What follows belongs to an exercise in optimizing a design on an open flow for small area, a short achievable clock period and few clock cycles per item; a production flow would make more cautious choices.
Only simulation tests tie the RTL to the original design; equivalence was not proved.
Power and IR drop assume default switching activity.

### flow/run.sh
#!/bin/bash
# synth_recipe.tcl (not shown) runs the flow's synth.tcl, then flattens the netlist and writes it again
# the make line also repeats each setting of config.mk as NAME=value (left out here)
make -C /OpenROAD-flow-scripts/flow DESIGN_CONFIG=/design/flow/config.mk WORK_HOME=/design/flow/orfs CLKGATE_MAP_FILE= SYNTH_SCRIPT=/design/flow/synth_recipe.tcl finish
### flow/config.mk
export PLATFORM = sky130hd
export DESIGN_NAME = weighted_reaction_selector
export DESIGN_NICKNAME = weighted_reaction_selector
export VERILOG_FILES = /design/flow/design.v
export SDC_FILE = /design/flow/constraint.sdc
export NUM_CORES = 4
export LEC_CHECK = 0
export CAP_MARGIN = 20
export CORE_MARGIN = 2
export CORE_UTILIZATION = 40
export SLEW_MARGIN = 20
### flow/constraint.sdc
create_clock -name core_clock -period 9.5 [get_ports {clk}]
set_input_delay 1.9000 -clock core_clock [delete_from_list [all_inputs] [get_ports {clk}]]
set_output_delay 1.9000 -clock core_clock [all_outputs]
set_load 0.01 [all_outputs]
### flow/design.v
package wrs_pkg;
    localparam int RATE_W   = 32;    
    localparam int PREFIX_W = 36;    
    localparam int CNT_W    = 5;     
    localparam int IDX_W    = 4;     
    localparam logic [CNT_W-1:0] CNT_RESET = 5'd1;
    localparam logic REG_REACTIONS_IN_USE = 1'b0;
    typedef enum logic
    {
        OP_WRITE = 1'b0,
        OP_DRAW  = 1'b1
    } op_t;
    typedef enum logic [1:0]
    {
        STATUS_OK      = 2'd0,
        STATUS_BEYOND  = 2'd1,
        STATUS_WRITTEN = 2'd2
    } status_t;
    typedef struct packed
    {
        op_t                 operation;
        logic [IDX_W-1:0]    reaction_index;
        logic [RATE_W-1:0]   rate_value;
        logic [PREFIX_W-1:0] draw_point;
    } cmd_t;
    typedef struct packed
    {
        logic [IDX_W-1:0]    chosen_reaction;
        logic [PREFIX_W-1:0] total_rate;
        status_t             status;
    } result_t;
    typedef enum logic [2:0]
    {
        S_IDLE,
        S_LOAD,
        S_REBUILD,
        S_FETCH,
        S_WR_END,
        S_DRAW_TOT,
        S_SEARCH
    } state_t;
endpackage
module wrs_table #(
    parameter int DEPTH = 16,
    parameter int WIDTH = 32
) (
    input  logic                     clk,
    input  logic                     rst_n,
    input  logic                     we,
    input  logic [$clog2(DEPTH)-1:0] waddr,
    input  logic [WIDTH-1:0]         wdata,
    input  logic                     re,
    input  logic [$clog2(DEPTH)-1:0] raddr,
    output logic [WIDTH-1:0]         rdata
);
    logic [WIDTH-1:0] mem_reg [DEPTH];
    logic [DEPTH-1:0] valid_reg;
    logic [WIDTH-1:0] rdata_reg;
    logic             rvalid_reg;
    always_ff @(posedge clk)
    begin
        if (we)
        begin
            mem_reg[waddr] <= wdata;
        end
        if (re)
        begin
            rdata_reg <= mem_reg[raddr];
        end
    end
    always_ff @(posedge clk or negedge rst_n)
    begin
        if (!rst_n)
        begin
            valid_reg  <= '0;
            rvalid_reg <= 1'b0;
        end
        else
        begin
            if (we)
            begin
                valid_reg[waddr] <= 1'b1;
            end
            if (re)
            begin
                rvalid_reg <= valid_reg[raddr];
            end
        end
    end
    assign rdata = rvalid_reg ? rdata_reg : '0;
endmodule
module weighted_reaction_selector #(
    parameter int MAX_REACTIONS = 16
) (
    input  logic         clk,
    input  logic         rst_n,
    input  logic         psel,
    input  logic         penable,
    input  logic         pwrite,
    input  logic [2:0]   paddr,
    input  logic [31:0]  pwdata,
    output logic [31:0]  prdata,
    output logic         pready,
    input  logic         start,
    input  logic [72:0]  cmd_in,      
    output logic         busy,
    output logic         done,
    output logic [41:0]  result_out   
);
    wrs_pkg::cmd_t    cmd;
    wrs_pkg::result_t result;
    assign cmd        = wrs_pkg::cmd_t'(cmd_in);
    assign result_out = result;
    localparam int RW = $clog2(MAX_REACTIONS);        
    localparam int CW = $clog2(MAX_REACTIONS + 1);    
    logic [wrs_pkg::CNT_W-1:0] cfg_reg;
    logic             cfg_wr;
    assign pready = 1'b1;
    assign cfg_wr = psel && penable && pwrite && (paddr[2] == wrs_pkg::REG_REACTIONS_IN_USE);
    always_ff @(posedge clk or negedge rst_n)
    begin
        if (!rst_n)
        begin
            cfg_reg <= wrs_pkg::CNT_RESET;
        end
        else if (cfg_wr)
        begin
            cfg_reg <= pwdata[wrs_pkg::CNT_W-1:0];
        end
    end
    assign prdata = (paddr[2] == wrs_pkg::REG_REACTIONS_IN_USE) ? {{(32-wrs_pkg::CNT_W){1'b0}}, cfg_reg} : '0;
    logic [CW-1:0] n_act;
    assign n_act = (32'(cfg_reg) > MAX_REACTIONS) ? CW'(MAX_REACTIONS) : CW'(cfg_reg);
    logic                rate_we, rate_re;
    logic [RW-1:0]       rate_waddr, rate_raddr;
    logic [wrs_pkg::RATE_W-1:0]   rate_wdata, rate_rdata;
    logic                cum_we, cum_re;
    logic [CW-1:0]       cum_waddr, cum_raddr;
    logic [wrs_pkg::PREFIX_W-1:0] cum_wdata, cum_rdata;
    wrs_table #(.DEPTH(MAX_REACTIONS), .WIDTH(wrs_pkg::RATE_W)) u_rate (
        .clk   (clk),
        .rst_n (rst_n),
        .we    (rate_we),
        .waddr (rate_waddr),
        .wdata (rate_wdata),
        .re    (rate_re),
        .raddr (rate_raddr),
        .rdata (rate_rdata)
    );
    wrs_table #(.DEPTH(MAX_REACTIONS + 1), .WIDTH(wrs_pkg::PREFIX_W)) u_cum (
        .clk   (clk),
        .rst_n (rst_n),
        .we    (cum_we),
        .waddr (cum_waddr),
        .wdata (cum_wdata),
        .re    (cum_re),
        .raddr (cum_raddr),
        .rdata (cum_rdata)
    );
    wrs_pkg::state_t              state_reg, state_next;
    logic [wrs_pkg::PREFIX_W-1:0] acc_reg, acc_next;        
    logic [RW-1:0]       k_reg, k_next;            
    logic [CW-1:0]       lo_reg, lo_next;
    logic [CW-1:0]       hi_reg, hi_next;
    logic [CW-1:0]       mid_reg, mid_next;
    logic [wrs_pkg::PREFIX_W-1:0] point_reg, point_next;
    logic [wrs_pkg::PREFIX_W-1:0] total_reg, total_next;
    logic                done_reg, done_next;
    wrs_pkg::result_t             result_reg, result_next;
    logic accept;
    logic in_range;
    assign accept   = start && (state_reg == wrs_pkg::S_IDLE);
    assign in_range = 32'(cmd.reaction_index) < MAX_REACTIONS;
    assign busy     = (state_reg != wrs_pkg::S_IDLE);
    assign done     = done_reg;
    assign result   = result_reg;
    logic [CW-1:0]       k_inc;
    logic                k_last;
    logic [wrs_pkg::PREFIX_W:0]   sum_wide;
    logic [wrs_pkg::PREFIX_W-1:0] sum_sat;
    logic                flagged;
    logic                le;
    logic [CW-1:0]       step_lo, step_hi, step_mid;
    logic [CW:0]         mid_wide;
    logic                step_more;
    always_comb
    begin
        k_inc    = CW'(k_reg) + CW'(1);
        k_last   = (k_reg == RW'(MAX_REACTIONS - 1));
        sum_wide = {1'b0, acc_reg} + (wrs_pkg::PREFIX_W + 1)'(rate_rdata);
        sum_sat  = sum_wide[wrs_pkg::PREFIX_W] ? '1 : sum_wide[wrs_pkg::PREFIX_W-1:0];
        flagged  = (n_act == '0) || (point_reg >= cum_rdata);
        le       = (cum_rdata <= point_reg);
        if (state_reg == wrs_pkg::S_SEARCH)
        begin
            step_lo = le ? mid_reg : lo_reg;
            step_hi = le ? hi_reg : (mid_reg - CW'(1));
        end
        else
        begin
            step_lo = '0;
            step_hi = n_act - CW'(1);
        end
        mid_wide  = ({1'b0, step_lo} + {1'b0, step_hi} + (CW + 1)'(1)) >> 1;
        step_mid  = mid_wide[CW-1:0];
        step_more = (step_lo < step_hi);
    end
    always_comb
    begin
        state_next = state_reg;
        unique case (state_reg)
            wrs_pkg::S_IDLE:
            begin
                if (accept)
                begin
                    if (cmd.operation == wrs_pkg::OP_DRAW)
                    begin
                        state_next = wrs_pkg::S_DRAW_TOT;
                    end
                    else if (in_range)
                    begin
                        state_next = wrs_pkg::S_LOAD;
                    end
                    else
                    begin
                        state_next = wrs_pkg::S_WR_END;
                    end
                end
            end
            wrs_pkg::S_LOAD:
            begin
                state_next = wrs_pkg::S_REBUILD;
            end
            wrs_pkg::S_REBUILD:
            begin
                if (k_last)
                begin
                    state_next = wrs_pkg::S_FETCH;
                end
            end
            wrs_pkg::S_FETCH:
            begin
                state_next = wrs_pkg::S_WR_END;
            end
            wrs_pkg::S_WR_END:
            begin
                state_next = wrs_pkg::S_IDLE;
            end
            wrs_pkg::S_DRAW_TOT:
            begin
                state_next = (!flagged && step_more) ? wrs_pkg::S_SEARCH : wrs_pkg::S_IDLE;
            end
            wrs_pkg::S_SEARCH:
            begin
                state_next = step_more ? wrs_pkg::S_SEARCH : wrs_pkg::S_IDLE;
            end
            default:
            begin
                state_next = wrs_pkg::S_IDLE;
            end
        endcase
    end
    always_comb
    begin
        rate_we     = 1'b0;
        rate_waddr  = RW'(cmd.reaction_index);
        rate_wdata  = cmd.rate_value;
        rate_re     = 1'b0;
        rate_raddr  = k_reg;
        cum_we      = 1'b0;
        cum_waddr   = k_inc;
        cum_wdata   = sum_sat;
        cum_re      = 1'b0;
        cum_raddr   = n_act;
        acc_next    = acc_reg;
        k_next      = k_reg;
        lo_next     = lo_reg;
        hi_next     = hi_reg;
        mid_next    = mid_reg;
        point_next  = point_reg;
        total_next  = total_reg;
        done_next   = 1'b0;
        result_next = result_reg;
        unique case (state_reg)
            wrs_pkg::S_IDLE:
            begin
                if (accept)
                begin
                    point_next = cmd.draw_point;
                    cum_re     = 1'b1;
                    if (cmd.operation == wrs_pkg::OP_WRITE && in_range)
                    begin
                        rate_we   = 1'b1;
                        k_next    = RW'(cmd.reaction_index);
                        cum_raddr = CW'(cmd.reaction_index);
                    end
                end
            end
            wrs_pkg::S_LOAD:
            begin
                acc_next = cum_rdata;
                rate_re  = 1'b1;
            end
            wrs_pkg::S_REBUILD:
            begin
                cum_we     = 1'b1;
                acc_next   = sum_sat;
                k_next     = RW'(k_inc);
                rate_re    = !k_last;
                rate_raddr = RW'(k_inc);
            end
            wrs_pkg::S_FETCH:
            begin
                cum_re = 1'b1;
            end
            wrs_pkg::S_WR_END:
            begin
                done_next   = 1'b1;
                result_next = {wrs_pkg::IDX_W'(0), cum_rdata, wrs_pkg::STATUS_WRITTEN};
            end
            wrs_pkg::S_DRAW_TOT:
            begin
                total_next = cum_rdata;
                lo_next    = step_lo;
                hi_next    = step_hi;
                mid_next   = step_mid;
                if (flagged)
                begin
                    done_next   = 1'b1;
                    result_next = {wrs_pkg::IDX_W'(0), cum_rdata, wrs_pkg::STATUS_BEYOND};
                end
                else if (step_more)
                begin
                    cum_re    = 1'b1;
                    cum_raddr = step_mid;
                end
                else
                begin
                    done_next   = 1'b1;
                    result_next = {wrs_pkg::IDX_W'(0), cum_rdata, wrs_pkg::STATUS_OK};
                end
            end
            wrs_pkg::S_SEARCH:
            begin
                lo_next  = step_lo;
                hi_next  = step_hi;
                mid_next = step_mid;
                if (step_more)
                begin
                    cum_re    = 1'b1;
                    cum_raddr = step_mid;
                end
                else
                begin
                    done_next   = 1'b1;
                    result_next = {step_lo[wrs_pkg::IDX_W-1:0], total_reg, wrs_pkg::STATUS_OK};
                end
            end
            default:
            begin
                done_next = 1'b0;
            end
        endcase
    end
    always_ff @(posedge clk or negedge rst_n)
    begin
        if (!rst_n)
        begin
            state_reg <= wrs_pkg::S_IDLE;
            done_reg  <= 1'b0;
        end
        else
        begin
            state_reg <= state_next;
            done_reg  <= done_next;
        end
    end
    always_ff @(posedge clk)
    begin
        acc_reg    <= acc_next;
        k_reg      <= k_next;
        lo_reg     <= lo_next;
        hi_reg     <= hi_next;
        mid_reg    <= mid_next;
        point_reg  <= point_next;
        total_reg  <= total_next;
        result_reg <= result_next;
    end
endmodule
==> summary.txt <==
Outcome
  • Status: no timing/DRC/antenna violations

Drt
  • Drt pass-1 iters: 6
  • DRC Markers: 0
  • Routed vias: 33020
  • Vias/cell: 5.66
  • Final ANT Viol Nets: 0
  • Final WL: 153 mm
  • WL per Instance: 26.2 microns
  • Starting DRT DRC Count: 3580

STA
  • # setup viols final: 0
  • Slew margin rel.: 0.286
  • Unrepaired setup endpoints after global routing: no
  • Measured slew at the worst slew-check pin: 1.05 ns
  • Post-Route Skew: 0.0233 ns
  • Count of pins over their slew limit: 0
  • Period utilisation layout: 0.920
  • Tmin final: 8.74 ns
  • Max Clock Freq: 114 MHz
  • Final hold vios: 0
  • Aggregate negative setup slack: 0 ns

Synthesis
  • Ys flop type: edfxtp_1
  • Syn Area/Cell: 16.1 sq um
  • Post-Syn Instances: 3633
  • EDFF count, synth: 1361
  • Cell variety after synth: 82
  • Synthesized cell area: 58600 sq um
  • Async set-or-reset flop fraction in the synthesized netlist: 0.0313
  • Yosys reg bits: 1405
  • Yosys Warn Count: 3
  • Sequential area share after synthesis: 0.717

Layout
  • Layout area overhead: 14.7%
  • Max reg flops: 612
  • Layout Nets: 4009
  • Layout Cells excl Fill: 5837
  • Share of layout cells above drive strength 1: 0.166
  • FILL cells: 12432

Power
  • Peak VDD IR: 0.330 mV
  • Power per cell area: 373 nW/um^2
  • Leakage power: 0.0229 uW

Setup path
  • Top Family by Delay on Critical Path: compound AO/OA/AOI/OAI gates
  • Crit start category: register
  • CP required: 10.13 ns
  • R2R depth: 24
  • FF-to-FF End: u_cum.rdata_reg[26]
  • Slowest-stage cell, CP: dfrtp_1
  • Most frequent CP cell: o21ai_0
  • Start of the worst register-to-register path: u_cum.rvalid_reg
  • Crit-path cells: buf_4, and2_1, ha_1, a21oi_1, o21ai_0, a21oi_1, o21ai_0, o21ba_1, nor2_1, nand2_1, o211ai_1, o21ai_0, ha_1, nor2b_1, o21ai_0, a21oi_1, nor2_1, inv_1, o31a_1, o31ai_1, nor2b_4, buf_4, o21ai_1, nand3_1
  • Setup crit end kind: register
  • Max incr delay on CP: 1.04 ns
  • R2R setup slack: 0.76 ns
  • Crit path kind: reg -> reg
  • Crit path buf inv count: 3
  • Crit Path Max Fanout: 19
  • Crit path DAT: 9.37 ns

Clocking
  • Post-CTS Setup Bufs: 0
  • H-tree depth: 4
  • Total CTS buffers: 140
  • Worst skew pair latency: 0.77 ns
  • Clock Pin Slew Worst Setup and Hold Paths: 0.06 ns
  • CTS max path bufs: 3
  • Hold buffers post-CTS: 0
  • Clock root cell: clkbuf_16
  • Post-CTS Resized: 0
  • Clk sinks: 1405
  • CTS tree: yes

Placed design
  • Port bufs: 133
  • DPL Wire Length: 81.3 mm
  • DP Cell Count: 5579
  • Final Wtd Congestion: 0.881

Die
  • FP Rows: 140
  • Die height: 387 microns
  • Initial core utilization: 0.402
  • Core area: 146000 sq um
  • Die width: 387 microns
  • Die Area: 149000 sq um
  • # IOs: 191

GRT
  • Largest net degree at the start of global routing: 133
  • Antenna violations before repair: 11
  • First-pass GRT wire length: 222 mm
  • Global Route Usage Sum: 0.202
  • Grt ovf: 0
  • Vias in the first global route: 32339

Worst hold path
  • Hold path depth: 1
  • Worst Hold End: u_rate.valid_reg[1]
  • Hold_sp: u_rate.valid_reg[1]
  • Worst Hold Class: reg -> reg

Run
  • Max-cap violations: 0
## power breakdown
| group | switching, uW | internal [uW] |
|---|---|---|
| Combinational | 6800 | 3850 |
| Sequential | 307 | 8540 |
| Clock | 2380 | 3180 |
## cells in the mapped netlist, drive strengths merged, types with 12 or more instances
cell	instances	area, sq um
a21o	40	300
nand4	15	93.8
nand2	431	1630
nand3	57	285
and2	70	438
xor2	17	149
nor3	28	150
ha	89	1110
o21ai	134	671
inv	86	323
nor2b	18	113
mux4	165	3720
xnor2	24	210
a211oi	150	1330
dfrtp	43	1080
clkbuf	123	484
edfxtp	1361	40900
nand2b	12	75.1
a31oi	19	134
a21oi	65	329
mux2	59	672
a311oi	145	1280
and3	153	957
nor2	97	364
buf	116	774
## layout by cell type, fill, tap and decap left out, drive strengths merged, types with 59 or more instances in the layout
cell / n
and2: 70
edfxtp: 1361
ha: 89
inv: 97
buf: 110
o21ai: 134
clkinv: 60
a21oi: 65
mux4: 165
clkbuf: 168
a311oi: 145
nand2: 431
clkdlybuf4s50: 132
and3: 153
nor2: 97
mux2: 59
a211oi: 150
## per-layer routing
| layer | vias to the layer above | global-route usage | share of wire |
|---|---|---|---|
| met5 | - | 0 | 0.00037 |
| met4 | 10 | 0.0713 | 0.032 |
| met3 | 252 | 0.0302 | 0.066 |
| met2 | 1116 | 0.331 | 0.49 |
| li1 | 14619 | - | - |
| met1 | 17023 | 0.275 | 0.41 |
## how the worst max path moves through the flow
stage,from,end,cells past startpoint
after global routing,u_cum.rvalid_reg,u_cum.rdata_reg[19],24
after detailed placement,u_cum.rvalid_reg,u_cum.rdata_reg[19],24
final,u_cum.rvalid_reg,u_cum.rdata_reg[26],24
after floorplan,u_cum.rvalid_reg,u_cum.rvalid_reg,22
after global placement,u_cum.rvalid_reg,u_cum.rdata_reg[19],24
after CTS,u_cum.rvalid_reg,u_cum.rdata_reg[19],24
## kinds of logic (layout without fill, tap and decap cells)
family                   after synthesis  count (layout)  share of synthesized area
buffers and inverters                326             586                     0.0271
multiplexers                         230             230                     0.0760
AND/OR/NAND/NOR                      905             905                     0.0732
XOR/XNOR                              41              41                    0.00613
other                                  2              29                   0.000128
adder cells (fa/ha/maj)               91              91                     0.0197
AO/OA/AOI/OAI                        633             633                     0.0811
flip-flops                          1405            1405                      0.717
## layout make-up
cell class              instances  area (sq um)  area share
flip-flops and latches       1405         42000       0.625
diodes                          1          2.50   0.0000373
clock inverters                89           936      0.0139
well taps                    1917          2400      0.0357
inverters                      87           327     0.00486
clock buffers                 168          3630      0.0541
repair buffers                242          2410      0.0359
multi-input cells            1928         15500       0.230
## through the flow
| stage | hold WS [ns] | util | total power [uW] | setup slack (ns) | instance area (sq um) |
|---|---|---|---|---|---|
| after floorplan | 0.414 | - | 16100 | 3.32 | 58700 |
| after global placement | 0.426 | 0.430 | 19500 | 1.03 | 62500 |
| after detailed placement | 0.436 | 0.430 | 19600 | 1.05 | 62600 |
| after CTS | 0.454 | 0.461 | 25200 | 1.00 | 67100 |
| after global routing | 0.464 | 0.461 | 26300 | 0.251 | 67100 |
| final | 0.449 | 0.461 | 25100 | 0.756 | 67100 |
Testbench counts, summed over its fixed seeds: cycles 78,045, items 6,630.

-- what the ideal ports hide --
How much do the figures lean on ideal ports? The routed layout below was timed once more, with nothing changed but the port constraints. Step 1: set_driving_cell puts a clkbuf_16 on clk and a buf_2 on each other input, an assumption about the parent block. Step 2, shift: input delay + t, output delay - t, t = (earliest + latest rising clock arrival at the registers) / 2. This alone moves slack from input paths to output paths. Slacks: ideal ports / drivers / drivers and shift; pairs: ideal ports / drivers.
t (ns): 0.831
setup slack, ns: 0.756 / 0.756 / 0.756
hold WS [ns]: 0.449 / 0.449 / 0.449
worst setup path at the end: register to register
After both steps setup and hold are still met in this run. For this run, drivers alone change the setup slack by 0.000 ns; drivers and shift together by 0.000 ns.
